This is an optimization exercise on Yosys and OpenROAD, whose aim is small area, a short achievable clock period and few clock cycles per item, not a production implementation.
Function was checked by simulation only, so behaviour that the tests miss may differ from the original.

## design/flow/design.v

```verilog
module alu_sequencer (
    input  logic        clk,
    input  logic        rst_n,
    input  logic [3:0]  op,
    input  logic        wy,
    input  logic [47:0] a,
    input  logic [47:0] b,
    output logic [47:0] aq,
    output logic [47:0] bq,
    output logic [3:0]  mode,      
    output logic        yta,       
    output logic        done
);
    localparam logic [3:0] OP_NOP = 4'd0;
    localparam logic [3:0] OP_YTA = 4'd1;
    localparam logic [3:0] OP_AND = 4'd2;
    logic is_nop, is_yta, load_op, load_y;
    assign is_nop  = (op == OP_NOP);
    assign is_yta  = (op == OP_YTA);
    assign load_op = !is_nop && !is_yta;
    assign load_y  = is_nop && wy;
    always_ff @(posedge clk or negedge rst_n) begin
        if (!rst_n) begin
            mode <= OP_AND;        
            yta  <= 1'b0;
            done <= 1'b0;
        end else begin
            done <= !is_nop;
            yta  <= is_yta;
            if (load_op)     mode <= op;
            else if (load_y) mode <= OP_NOP;
        end
    end
    always_ff @(posedge clk) begin
        if (load_op || load_y) aq <= a;
        if (load_op)           bq <= b;
    end
endmodule
module alu_count_add (
    input  logic [47:0] a,
    input  logic [47:0] b,
    input  logic        acx,       
    input  logic        anx,       
    output logic [5:0]  lzc,       
    output logic [47:0] sum
);
    logic [5:0]  ones;
    logic [5:0]  n;
    logic [47:0] x;
    always_comb begin
        ones = '0;
        for (int i = 0; i < 48; i++) ones = ones + {5'd0, a[i]};
    end
    always_comb begin
        lzc = 6'd48;
        for (int i = 0; i < 48; i++) if (a[i]) lzc = 6'(47 - i);
    end
    always_comb begin
        if (acx)      n = ones;
        else          n = (a == '0) ? 6'd0 : lzc + 6'd1;
        x = (acx || anx) ? {42'd0, n} : a;
    end
    logic [47:0] g, pr;
    logic [6:0][47:0] gg;
    logic [6:0][47:0] pp;
    logic [47:0] cin;
    assign g  = x & b;
    assign pr = x ^ b;
    always_comb begin
        gg[0] = g;
        pp[0] = pr;
        for (int l = 0; l < 6; l++) begin
            for (int i = 0; i < 48; i++) begin
                if (i >= (1 << l)) begin
                    gg[l+1][i] = gg[l][i] | (pp[l][i] & gg[l][i-(1<<l)]);
                    pp[l+1][i] = pp[l][i] & pp[l][i-(1<<l)];
                end else begin
                    gg[l+1][i] = gg[l][i];
                    pp[l+1][i] = pp[l][i];
                end
            end
        end
        cin[0] = gg[6][47];
        for (int i = 1; i < 48; i++) cin[i] = gg[6][i-1] | (pp[6][i-1] & gg[6][47]);
    end
    assign sum = pr ^ cin;
endmodule
module alu_shifter (
    input  logic [47:0] a,
    input  logic [6:0]  c,
    output logic [47:0] rot,
    output logic [47:0] acc_mask,
    output logic [47:0] y_mask
);
    logic [47:0] r1, r2, r4, r8;
    logic [1:0]  k;
    assign r1 = c[0] ? {a[0],     a[47:1]}  : a;
    assign r2 = c[1] ? {r1[1:0],  r1[47:2]} : r1;
    assign r4 = c[2] ? {r2[3:0],  r2[47:4]} : r2;
    assign r8 = c[3] ? {r4[7:0],  r4[47:8]} : r4;
    always_comb begin
        case (c[6:4])
            3'd0: k = 2'd2;
            3'd1: k = 2'd0;
            3'd2: k = 2'd1;
            3'd3: k = 2'd2;
            3'd4: k = 2'd0;
            3'd5: k = 2'd1;
            3'd6: k = 2'd2;
            default: k = 2'd0;
        endcase
    end
    always_comb begin
        case (k)
            2'd1:    rot = {r8[15:0], r8[47:16]};
            2'd2:    rot = {r8[31:0], r8[47:32]};
            default: rot = r8;
        endcase
    end
    logic [5:0]  t;
    logic [47:0] low;
    logic        lo_to_acc, hi_to_acc, lo_to_y, hi_to_y;
    always_comb begin
        if (c >= 7'd64) begin
            if (c <= 7'd112) begin
                t = 6'(7'd112 - c);
                lo_to_acc = 1'b1; hi_to_acc = 1'b0; lo_to_y = 1'b0; hi_to_y = 1'b1;
            end else begin
                t = 6'(8'd160 - {1'b0, c});
                lo_to_acc = 1'b0; hi_to_acc = 1'b0; lo_to_y = 1'b1; hi_to_y = 1'b0;
            end
        end else begin
            if (c >= 7'd16) begin
                t = 6'(7'd64 - c);
                lo_to_acc = 1'b0; hi_to_acc = 1'b1; lo_to_y = 1'b1; hi_to_y = 1'b0;
            end else begin
                t = 6'(7'd16 - c);
                lo_to_acc = 1'b0; hi_to_acc = 1'b0; lo_to_y = 1'b0; hi_to_y = 1'b1;
            end
        end
        for (int i = 0; i < 48; i++) low[i] = (6'(i) < t);
    end
    assign acc_mask = (low & {48{lo_to_acc}}) | (~low & {48{hi_to_acc}});
    assign y_mask   = (low & {48{lo_to_y}})   | (~low & {48{hi_to_y}});
endmodule
module alu_bitfield (
    input  logic [47:0] a,
    input  logic [47:0] m,
    output logic [47:0] packed_w,
    output logic [47:0] unpacked_w
);
    logic [6:0][6*48-1:0] s;
    logic [5:0][47:0] c;
    genvar l, r, i, p;
    generate
        for (r = 0; r < 48; r++) begin : g_s0
            assign s[0][6*r +: 6] = {5'd0, ~m[47-r]};
        end
        for (l = 1; l <= 6; l++) begin : g_lvl
            for (r = 0; r < 48; r++) begin : g_r
                if ((r >> (l-1)) & 1) begin : g_add
                    localparam int Q = ((r >> (l-1)) << (l-1)) - 1;
                    assign s[l][6*r +: 6] = s[l-1][6*r +: 6] + s[l-1][6*Q +: 6];
                end else begin : g_pass
                    assign s[l][6*r +: 6] = s[l-1][6*r +: 6];
                end
            end
        end
        for (i = 0; i < 6; i++) begin : g_c
            assign c[i][47] = 1'b0;
            for (p = 0; p < 47; p++) begin : g_cp
                assign c[i][p] = s[6][6*(46-p) + i];
            end
        end
    endgenerate
    logic [6:0][47:0] x;
    logic [6:0][47:0] mm;
    logic [5:0][47:0] mv;
    logic [6:0][47:0] u;
    assign x[0]  = a & m;
    assign mm[0] = m;
    assign u[6]  = a;
    generate
        for (i = 0; i < 6; i++) begin : g_st
            localparam int S = 1 << i;
            for (p = 0; p < 48; p++) begin : g_p
                if (p >= S) begin : g_in
                    assign x[i+1][p]  = (x[i][p] & ~c[i][p]) | (x[i][p-S] & c[i][p-S]);
                    assign mm[i+1][p] = (mm[i][p] & ~c[i][p]) | (mm[i][p-S] & c[i][p-S]);
                end else begin : g_low
                    assign x[i+1][p]  = x[i][p] & ~c[i][p];
                    assign mm[i+1][p] = mm[i][p] & ~c[i][p];
                end
                if (p + S < 48) begin : g_u
                    assign u[i][p] = mv[i][p] ? u[i+1][p+S] : u[i+1][p];
                end else begin : g_uk
                    assign u[i][p] = u[i+1][p];
                end
            end
            assign mv[i] = mm[i] & c[i];
        end
    endgenerate
    assign packed_w   = x[6];
    assign unpacked_w = u[0] & m;
endmodule
module mesm6_alu (
    input  logic        clk,
    input  logic        rst_n,
    input  logic [3:0]  op,
    input  logic        wy,
    input  logic [47:0] a,
    input  logic [47:0] b,
    output logic [47:0] acc,
    output logic [47:0] y,
    output logic        done
);
    localparam logic [3:0] OP_NOP    = 4'd0;
    localparam logic [3:0] OP_AND    = 4'd2;
    localparam logic [3:0] OP_OR     = 4'd3;
    localparam logic [3:0] OP_XOR    = 4'd4;
    localparam logic [3:0] OP_ARX    = 4'd5;
    localparam logic [3:0] OP_ACX    = 4'd6;
    localparam logic [3:0] OP_ANX    = 4'd7;
    localparam logic [3:0] OP_SHIFT  = 4'd8;
    localparam logic [3:0] OP_PACK   = 4'd9;
    localparam logic [3:0] OP_UNPACK = 4'd10;
    logic [47:0] aq, bq;
    logic [3:0]  mode;
    logic        yta;
    alu_sequencer u_sequencer (
        .clk   (clk),
        .rst_n (rst_n),
        .op    (op),
        .wy    (wy),
        .a     (a),
        .b     (b),
        .aq    (aq),
        .bq    (bq),
        .mode  (mode),
        .yta   (yta),
        .done  (done)
    );
    logic [5:0]  lzc;
    logic [47:0] sum;
    alu_count_add u_count_add (
        .a   (aq),
        .b   (bq),
        .acx (mode == OP_ACX),
        .anx (mode == OP_ANX),
        .lzc (lzc),
        .sum (sum)
    );
    logic [6:0]  code;
    logic [47:0] rot, acc_mask, y_mask;
    assign code = (mode == OP_ANX) ? 7'd64 - {1'b0, lzc} : bq[47:41];
    alu_shifter u_shifter (
        .a        (aq),
        .c        (code),
        .rot      (rot),
        .acc_mask (acc_mask),
        .y_mask   (y_mask)
    );
    logic [47:0] packed_w, unpacked_w;
    alu_bitfield u_bitfield (
        .a          (aq),
        .m          (bq),
        .packed_w   (packed_w),
        .unpacked_w (unpacked_w)
    );
    logic [47:0] y_w, acc_w;
    always_comb begin
        case (mode)
            OP_NOP, OP_XOR: y_w = aq;
            OP_ANX:         y_w = rot;
            OP_SHIFT:       y_w = rot & y_mask;
            default:        y_w = '0;
        endcase
        case (mode)
            OP_AND:    acc_w = aq & bq;
            OP_OR:     acc_w = aq | bq;
            OP_XOR:    acc_w = aq ^ bq;
            OP_SHIFT:  acc_w = rot & acc_mask;
            OP_PACK:   acc_w = packed_w;
            OP_UNPACK: acc_w = unpacked_w;
            default:   acc_w = sum;
        endcase
    end
    assign y   = y_w;
    assign acc = yta ? y_w : acc_w;
endmodule
```

## design/flow/run.sh

```bash
#!/bin/bash
# synth_recipe.tcl (not shown) runs the flow's synth.tcl, then flattens the netlist and writes it again
# the make line also repeats each setting of config.mk as NAME=value (left out here)
make -C /OpenROAD-flow-scripts/flow DESIGN_CONFIG=/design/flow/config.mk WORK_HOME=/design/flow/orfs CLKGATE_MAP_FILE= SYNTH_SCRIPT=/design/flow/synth_recipe.tcl finish
```

## design/flow/config.mk

```make
export PLATFORM = sky130hd
export DESIGN_NAME = mesm6_alu
export DESIGN_NICKNAME = mesm6_alu
export VERILOG_FILES = /design/flow/design.v
export SDC_FILE = /design/flow/constraint.sdc
export NUM_CORES = 4
export LEC_CHECK = 0
export CAP_MARGIN = 20
export CORE_MARGIN = 2
export CORE_UTILIZATION = 40
export SLEW_MARGIN = 20
```

## design/flow/constraint.sdc

```tcl
create_clock -name core_clock -period 7.5 [get_ports {clk}]
set_input_delay 1.5000 -clock core_clock [delete_from_list [all_inputs] [get_ports {clk}]]
set_output_delay 1.5000 -clock core_clock [all_outputs]
set_load 0.01 [all_outputs]
```

==> impl_metrics.json <==
{
  "status": "complete, but fails checks",
  "failed_checks": "negative setup slack",
  "synthArstFlopShare_pct": 5.88,
  "clk_pin_slew_ps": 100,
  "met1_usage_pct": 66.1,
  "dp_slack_ps": -4610,
  "hold_class": "reg -> reg",
  "setup_viol": 96,
  "synth_seq_area_share_pct": 8.61,
  "slowest_delay_ps": 690,
  "grt_use_met3_pct": 25.8,
  "relSlewSlack_pct": 17.9,
  "wire_per_inst_um": 34.0,
  "die_h_um": 301,
  "die_area_um2": 90500,
  "path_delay_family": "adder cells",
  "drt_wl_total_mm": 268,
  "critPathLaunchType": "register",
  "rows": 108,
  "globalRoute.busiestLayer": "met2",
  "final.setup.worst_slack_ps": -4340,
  "synthFlopType": "edfxtp_1",
  "period_needed_ps": 11840,
  "dp_cells": 7660,
  "cap_violations": 0,
  "grt_pass1_vias": 49200,
  "fmax_mhz": 84.5,
  "crit_required_ps": 6000,
  "final_cells": 7876,
  "track_usage_pct": 56.0,
  "path_depth": 37,
  "drt_iter0_markers": 8403,
  "end_kind": "output pin",
  "drive_above_1_share_pct": 41.7,
  "ff2ff_path_depth": 2,
  "critPathMaxFanout": 3,
  "dp_hpwl_mm": 212,
  "core_um2": 87000,
  "start_util_pct": 40.5,
  "clock_path_buffers": 2,
  "cts_num_sinks": 102,
  "whs_path_depth": 2,
  "netlist_area_um2": 35200,
  "cts_buffers": 9,
  "final.setup_skew_ps": 0,
  "ioPinCount": 200,
  "worstPathArrival_ps": 10340,
  "clockRootBuffer": "clkbuf_16",
  "antenna_left": 0,
  "portBuffers": 199,
  "dr.pass1.iters": 12,
  "path_common_cell": "fa_1",
  "path_class": "reg -> out",
  "ys_types": 104,
  "finalNetCount": 7269,
  "syn_area_per_cell_um2": 7.37,
  "area_growth_pct": 64.6,
  "grt_pass1_wl_mm": 358,
  "drc": 0,
  "grtUsageMet2_pct": 75.4,
  "yosysWarnings": 4,
  "clk_latency_ps": 450,
  "cts_max_level": 3,
  "synth_nets": 5351,
  "grt_max_degree": 64,
  "synth_cells": 4778,
  "die_w_um": 301,
  "hold_violations": 0,
  "final_common_cell": "buf_4",
  "final_cell_mix": "buf_4, inv_1, nand2_1, a21oi_1, ha_1",
  "vias_per_cell": 6.68,
  "antenna_found_initial": 17,
  "grt-ovfl-total": 0,
  "num_vias": 52600,
  "path_buf_inv": 12,
  "place_congestion": 1.15,
  "synth_edf_count": 96,
  "cts_tree": "yes",
  "rsz0062_at_grt": "yes",
  "critPathSlowestCell": "fa_2",
  "slew_violations": 0,
  "tightestPinTransition_ps": 1230,
  "synth-seq-cells": 102,
  "post-route-period-util_pct": 158
}
-- worst reg2reg max path, delay by kind of cell, from the launching register on --
kind                   cells  cell delay (ps)
AOI/OAI and AO/OA          1              220
buffers and inverters      1              430
DFF                        1              450
-- state kept, by name, summed over array words and instances, names as in the netlist --
signal / cells
u_sequencer.aq: 48
u_sequencer.bq: 48
u_sequencer.mode: 4
u_sequencer.done: 1
u_sequencer.yta: 1
-- cell type report --
| cell class | count | area [um2] |
|---|---|---|
| Multi-Input combinational cell | 3966 | 33900 |
| Fill cell | 7469 | 29000 |
| Timing Repair Buffer | 2169 | 17500 |
| Sequential cell | 102 | 3040 |
| Inverter | 448 | 1720 |
| Tap cell | 1155 | 1450 |
| Clock buffer | 9 | 225 |
| Clock inverter | 7 | 66.3 |
| Antenna cell | 20 | 50.0 |
-- repair_timing --
| item | CTS | global route |
|---|---|---|
| endpoints found under the setup margin | 96 | 96 |
| cloned | 1 | 2 |
| pin swaps | 225 | 280 |
| gates resized for setup | 879 | 504 |
| hold buffers | 0 | 0 |
| setup buffers | 99 | 102 |
-- per-layer routing --
metal / up-vias / wire (um)
met1: 24800 / 94100
li1: 21600 / -
met4: 18 / 30900
met3: 1565 / 42700
met2: 4665 / 99900
met5: - / 401
-- through the flow --
step	hold WS (ps)	cell area (um2)	utilization, %	TNS [ps]
finish	769	58000	66.7	-212260
global route	774	58000	66.6	-221890
CTS	743	55300	63.5	-192020
detailed placement	721	51900	59.6	-207200
global placement	708	51900	59.6	-199780
floorplan	598	35600	-	-147650
-- final timing paths --
kind                                                  from                              end  slack (ps)
min in group asynchronous                            rst_n  u_sequencer.mode[3]$_DFFE_PN0P_        1280
setup / recovery              u_sequencer.bq[47]$_DFFE_PP_                           acc[5]       -4340
hold / removal             u_sequencer.mode[3]$_DFFE_PN0P_  u_sequencer.mode[3]$_DFFE_PN0P_         770
hold reg to reg            u_sequencer.mode[3]$_DFFE_PN0P_  u_sequencer.mode[3]$_DFFE_PN0P_         770
max in group asynchronous                            rst_n  u_sequencer.mode[1]$_DFFE_PN1P_        5960
setup reg to reg           u_sequencer.mode[0]$_DFFE_PN0P_  u_sequencer.mode[0]$_DFFE_PN0P_        6340
-- cell families after synthesis --
family	count (synthesis)	share of synthesized area, %
simple gates	1298	17.7
xor+xnor	233	6.39
compound gates	1761	33.6
fa+ha+maj	470	20.0
buf+inv	710	7.76
mux	204	5.90
flops	102	8.61
-- synthesized netlist by cell type (all sizes together) (29+ instances only) --
library cell  number  area share, %
a211oi            74            1.6
a21o             109            2.3
a21oi            404            5.7
a221oi            45            1.1
a22o              29           0.72
a22oi            100            2.1
a31oi             78            1.4
and2              70            1.2
and3              31           0.55
buf               58           0.81
clkbuf           204            2.2
edfxtp            96            8.2
fa               157            8.9
ha               313             11
inv              444            4.7
mux2              30           0.96
mux2i            174            4.9
nand2            366            3.9
nand2b            65            1.2
nand3            188            2.7
nor2             297            3.2
nor2b             49           0.87
nor3              80            1.2
nor4              34           0.66
o2111ai           34           0.85
o211ai           109            2.3
o21a              42           0.89
o21ai            322            4.6
o22a              29           0.72
o22ai             77            1.4
o31ai             33           0.70
xnor2            137            3.5
xor2              83            2.1
Testbench counts, summed over its fixed seeds: cycles 9,600, ops 4,800.

[static timing again, ports no longer ideal]
In the flow no input, the clock included, has a driving cell. The finished layout below was timed again as built, in two steps. Step 1 sets driving cells, clkbuf_16 on the clock port and buf_2 on the other inputs (assumed; they add their load-dependent delay and slew). Step 2 also shifts input and output timing later by t, the mid clock arrival at the registers, as if the neighbouring blocks saw the same clock. a / b / c = ideal / step 1 / step 2; a / b = the first two.
t (ns): 0.527
setup slack, ns: -4.339 / -4.417 / -3.890
pins driven straight from the clock port: 1
The setup slack of this run moves by -0.078 ns with the drivers and by +0.449 ns with both steps.
